What follows belongs to an exercise in optimizing a design on an open flow for small area and a short achievable clock period; a production flow would make more cautious choices.
The RTL was checked by simulation tests, not by an equivalence proof against the original design.
Power and IR drop assume default switching activity.

==> flow/design.v <==
module regfile_mp_sb #(
  parameter int XLEN = 32,
  parameter int NREG = 32,
  parameter int AW   = 5,
  parameter int NRP  = 2
) (
  input  logic                clk,
  input  logic                reset,
  input  logic [NRP*AW-1:0]   rd_addr,
  output logic [NRP*XLEN-1:0] rd_data,
  output logic [NRP-1:0]      rd_busy,
  input  logic                wb0_en,
  input  logic [AW-1:0]       wb0_addr,
  input  logic [XLEN-1:0]     wb0_data,
  input  logic                wb1_en,
  input  logic [AW-1:0]       wb1_addr,
  input  logic [XLEN-1:0]     wb1_data,
  input  logic                iss_en,
  input  logic [AW-1:0]       iss_addr,
  output logic [AW:0]         busy_cnt
);
  logic [XLEN-1:0] regs [NREG];
  logic [NREG-1:0] busy_q;
  logic [NREG-1:0] busy_d;
  logic [AW:0]     cnt_d;
  logic            wb0_hit;
  logic            wb1_hit;
  logic            iss_hit;
  assign wb0_hit = wb0_en && (wb0_addr != '0);
  assign wb1_hit = wb1_en && (wb1_addr != '0);
  assign iss_hit = iss_en && (iss_addr != '0);
  always_comb begin
    busy_d = busy_q;
    for (int r = 1; r < NREG; r++) begin
      if (iss_hit && (iss_addr == r[AW-1:0]))
        busy_d[r] = 1'b1;
      else if ((wb0_hit && (wb0_addr == r[AW-1:0])) ||
               (wb1_hit && (wb1_addr == r[AW-1:0])))
        busy_d[r] = 1'b0;
    end
    busy_d[0] = 1'b0;
  end
  always_comb begin
    cnt_d = '0;
    for (int r = 1; r < NREG; r++)
      cnt_d = cnt_d + {{AW{1'b0}}, busy_d[r]};
  end
  always_ff @(posedge clk) begin
    if (reset) begin
      for (int r = 0; r < NREG; r++)
        regs[r] <= '0;
      busy_q   <= '0;
      busy_cnt <= '0;
    end else begin
      if (wb0_hit)
        regs[wb0_addr] <= wb0_data;
      if (wb1_hit)
        regs[wb1_addr] <= wb1_data;
      busy_q   <= busy_d;
      busy_cnt <= cnt_d;
    end
  end
  for (genvar p = 0; p < NRP; p++) begin : g_rd
    logic [AW-1:0]   addr;
    logic [XLEN-1:0] data;
    logic            busy;
    assign addr = rd_addr[p*AW +: AW];
    always_comb begin
      data = regs[addr];
      busy = busy_q[addr];
      if (addr == '0) begin
        data = '0;
        busy = 1'b0;
      end
      else if (wb1_hit && (wb1_addr == addr)) begin
        data = wb1_data;
        busy = (iss_en && (iss_addr == addr)) ? busy_q[addr] : 1'b0;
      end else if (wb0_hit && (wb0_addr == addr)) begin
        data = wb0_data;
        busy = (iss_en && (iss_addr == addr)) ? busy_q[addr] : 1'b0;
      end
    end
    assign rd_data[p*XLEN +: XLEN] = data;
    assign rd_busy[p]              = busy;
  end
endmodule
==> flow/run.sh <==
#!/bin/bash
# synth_recipe.tcl (not shown) runs the flow's synth.tcl, then flattens the netlist and writes it again
# the make line also repeats each setting of config.mk as NAME=value (left out here)
make -C /OpenROAD-flow-scripts/flow DESIGN_CONFIG=/design/flow/config.mk WORK_HOME=/design/flow/orfs CLKGATE_MAP_FILE= SYNTH_SCRIPT=/design/flow/synth_recipe.tcl finish
==> flow/config.mk <==
export PLATFORM = sky130hd
export DESIGN_NAME = regfile_mp_sb
export DESIGN_NICKNAME = regfile_mp_sb
export VERILOG_FILES = /design/flow/design.v
export SDC_FILE = /design/flow/constraint.sdc
export NUM_CORES = 4
export LEC_CHECK = 0
export CAP_MARGIN = 20
export CORE_MARGIN = 2
export CORE_UTILIZATION = 40
export SLEW_MARGIN = 20
==> flow/constraint.sdc <==
create_clock -name core_clock -period 8.0 [get_ports {clk}]
set_input_delay 1.6000 -clock core_clock [delete_from_list [all_inputs] [get_ports {clk}]]
set_output_delay 1.6000 -clock core_clock [all_outputs]
set_load 0.01 [all_outputs]
==> notes.md <==
flip-flops by register name, summed over array words and instances (netlist names):
signal and flops:
regs 1024, busy_q 31, busy_cnt 6
logic make-up (layout without fill, tap and decap cells):
group                      after synthesis  in the layout  synth area share, %
AOI/OAI and AO/OA                     1456           1456                 19.7
xor gates and xnor gates                33             33                0.462
adders and majority gates               30             30                0.876
buffers and inverters                  734            752                 4.84
DFF                                   1061           1061                 50.3
muxes                                  758            758                 19.2
other                                    1             46              0.00599
and+or+nand+nor                        574            574                 4.61
through the flow:
step / setup WS, ns / util (%) / instances / total power [mW]
floorplan: 0.846 / - / 4678 / 7.92
global placement: 0.130 / 43.2 / 6536 / 8.93
detailed placement: 0.180 / 43.2 / 6536 / 8.95
CTS: 0.609 / 45.5 / 6754 / 14.3
global route: 0.328 / 45.6 / 6755 / 14.7
finish: 0.308 / 45.6 / 6768 / 14.4
per-layer routing:
metal  up-vias  GRT usage, %
met1     26219          48.2
met4        30          22.2
met2      5415          51.4
met5         -         0.212
met3      1309          16.9
li1      19103             -
power by group through the flow:
stage | Combinational [mW] | Clock (mW) | Sequential [mW]
floorplan | 1.26 | 0 | 6.66
global placement | 2.23 | 0 | 6.70
detailed placement | 2.23 | 0 | 6.72
CTS | 2.24 | 5.43 | 6.61
global route | 2.37 | 5.64 | 6.65
finish | 2.34 | 5.45 | 6.62
path summary, 6_finish.rpt:
kind | endpoint | slack, ns | depth (start not counted)
max reg2reg | busy_cnt[4] | 2.68 | 18
min reg2reg | busy_q[21] | 0.62 | 2
min | busy_q[21] | 0.62 | 2
max | rd_data[34] | 0.31 | 10
cell usage in the layout, fill, tap and decap left out, drive strengths merged, types with 37 or more instances in the layout:
master / n
a221o: 61
nor2b: 38
nand2: 122
mux2: 107
a22o: 1026
mux4: 343
nand2b: 47
nor2: 137
a22oi: 64
edfxtp: 1024
a211oi: 42
mux2i: 308
clkbuf: 144
a221oi: 37
clkdlybuf4s50: 154
dfxtp: 37
a21oi: 38
nor3: 83
o221ai: 77
o22ai: 60
clkinv: 56
nor4: 45
buf: 356
layout make-up:
| type | count | area [um^2] | share of cell area (%) |
|---|---|---|---|
| antenna | 14 | 35.0 | 0.0493 |
| clock buffer | 144 | 3050 | 4.30 |
| clock inverter | 74 | 668 | 0.941 |
| inverter | 24 | 90.1 | 0.127 |
| multi-input combinational | 2883 | 28700 | 40.4 |
| sequential | 1061 | 31500 | 44.3 |
| tap | 2058 | 2570 | 3.63 |
| timing repair buffer | 510 | 4450 | 6.27 |
worst max-delay path: cells and delay by family:
kind / cells / cell delay, ns
AOI/OAI and AO/OA: 2 / 1.36
buffers and inverters: 4 / 2.05
and+or+nand+nor: 4 / 1.07
==> impl_metrics.csv <==
group,metric,value,unit
grt,number_of_global_route_vias_before_repair,49990,
logic_synthesis,synth_cells,4647,
min_path,min-delay-path-class,"register to register",
critical_path,crit_required,6.40,ns
grt,grt_first_pass_wirelength,410000,um
routing,met2_length,122000,um
power_and_ir_drop,power.net_switching,4.08,mW
floorplanning,coreArea,156000,um^2
grt,gr-usage-all-layers,37.4,%
power_and_ir_drop,p_clk_share,37.8,%
critical_path,worstSetupStartpointType,"input pin",
critical_path,cp_max_fo,34,
power_and_ir_drop,comb_power_share,16.2,%
logic_synthesis,synth_commonest_cells,"1026 x a22o_1, 1024 x edfxtp_1, 468 x clkbuf_1",
clocking,clock_tree.buffer_depth,3,
routing,antenna_violating_nets_post_route,0,
logic_synthesis,yosys_warnings,1,
timing,holdWs,0.615,ns
logic_synthesis,async_flop_share,0,%
floorplanning,die_height,400,um
timing,setup_repair_after_global_routing_missed_its_margin,"no",
final_layout,flow.area_growth_from_synthesis,13.5,%
timing,worst-slew-pin-transition,1.21,ns
grt,grt_max_degree,89,
placement,dp_hpwl,174000,um
power_and_ir_drop,power.share.sequential,45.9,%
final_layout,final.fill_count,13727,
routing,drc_violations_left,0,
timing,clock_skew,0.00375,ns
critical_path,highest_delay_cell_along_the_critical_path,"a22oi_1",
logic_synthesis,netlist_area,62600,um^2
floorplanning,floorplan.die_area,160000,um^2
clocking,htreeDepth,3,
routing,route.met3.wl,52100,um
critical_path,end_kind,"output pin",
run,max_cap_viol_count,0,
floorplanning,initial_utilization,40.2,%
power_and_ir_drop,vdd_drop_max,0.171,mV
min_path,min-delay-start,"busy_q[21]",
placement,port_buffers,165,
logic_synthesis,synth_edf_count,1024,
grt,grt_antenna_before_repair,20,
timing,timing.final.max_slew_violations,0,
floorplanning,fp-row-count,145,
floorplanning,die_w,400,um
grt,gr-total-overflow,0,
logic_synthesis,synth_top_area_cell,"edfxtp_1",
clocking,clkSinkCount,1061,
timing,report.final.setup_viol,0,
clocking,clockRootBuffer,"clkbuf_16",
logic_synthesis,sequential_share_of_the_synthesized_area,50.3,%
timing,setup_tns,0,ns
logic_synthesis,ys_types,61,
power_and_ir_drop,power.density,203,nW/um^2
critical_path,max_incr_delay_on_cp,0.96,ns
critical_path,cp.arrival,6.09,ns
critical_path,crit-reg2reg-launch,"busy_q[24]",
final_layout,final_net_count,4720,
timing,achievable-frequency,0.130,GHz
timing,relSlewSlack,19.4,%
final_layout,post_layout_instance_area,71000,um^2
clocking,clock_tree_from_tritoncts,"yes",
clocking,postCtsSetupRepairBufs,0,
clocking,tritoncts.num_buffers,116,
placement,gp_congestion,0.941,
critical_path,crit_type,"input pin to output pin",
logic_synthesis,synth_seq_cells,1061,
clocking,clock_slew_at_reported_path_ffs,0.06,ns
routing,detailedRoute.firstIterationViolations,9439,
power_and_ir_drop,internal_power,10.3,mW
timing,finalCritPeriodShare,96.1,%
routing,detail_route.wirelength.met1,108000,um
critical_path,path_cells,"clkdlybuf4s50_1 -> or2_1 -> buf_4 -> nor4_4 -> nor4_4 -> buf_4 -> nor2b_4 -> a22oi_1 -> o31ai_1 -> clkdlybuf4s50_1",
critical_path,worst_setup_path_startpoint,"wb1_addr[0]",
routing,detail_route.vias_per_cell,7.69,
routing,totalWireLength,305000,um
placement,post_dp_cell_area,67300,um^2
timing,finalCriticalPeriod,7.69,ns
routing,dr.max_layer_used,"met5",
routing,detailedRoute.firstPassIterationCount,7,
routing,routed_wire_length_per_instance,45.0,um
timing,finalHoldViolCount,0,
logic_synthesis,synth_top_cells_by_area,"edfxtp_1 49%, a22o_1 14%, mux4_2 12%",
clocking,clk_latency,0.73,ns
clocking,cts.hold.buffers_added,0,
logic_synthesis,post-synth-top-count-cell,"a22o_1",
final_layout,drive_above_1_share,23.3,%
logic_synthesis,synth_top_cell_area_share,49.1,%
logic_synthesis,syn-mean-instance-area,13.5,um^2
clocking,cts.repair.resized,0,
power_and_ir_drop,leakagePower,24.5,nW
routing,vias,52076,
status,status,"timing/DRC/antenna clean",
logic_synthesis,synth_ff_type,"edfxtp_1",
floorplanning,ioPinCount,166,
power_and_ir_drop,power_switching_share,28.3,%

## what the ideal ports hide
In the flow no input, the clock included, has a driving cell. The finished layout below was timed again as built, in two steps. Step 1 sets driving cells, clkbuf_16 on the clock port and buf_2 on the other inputs (assumed; they add their load-dependent delay and slew). Step 2 times the ports against the registers' clock, not the clock port: input delays grow and output delays shrink by t, the midpoint of the rising clock arrivals with the driver on. Three values: no drivers, after step 1, after step 2; two values: the first two.
t (ns): 0.842
slack for setup (ns): 0.308 / 0.273 / 0.051
worst hold slack (ns): 0.615 / 0.615 / 0.615
After both steps this run still meets setup and hold. For this run, drivers alone change the setup slack by -0.035 ns; drivers and shift together by -0.257 ns.
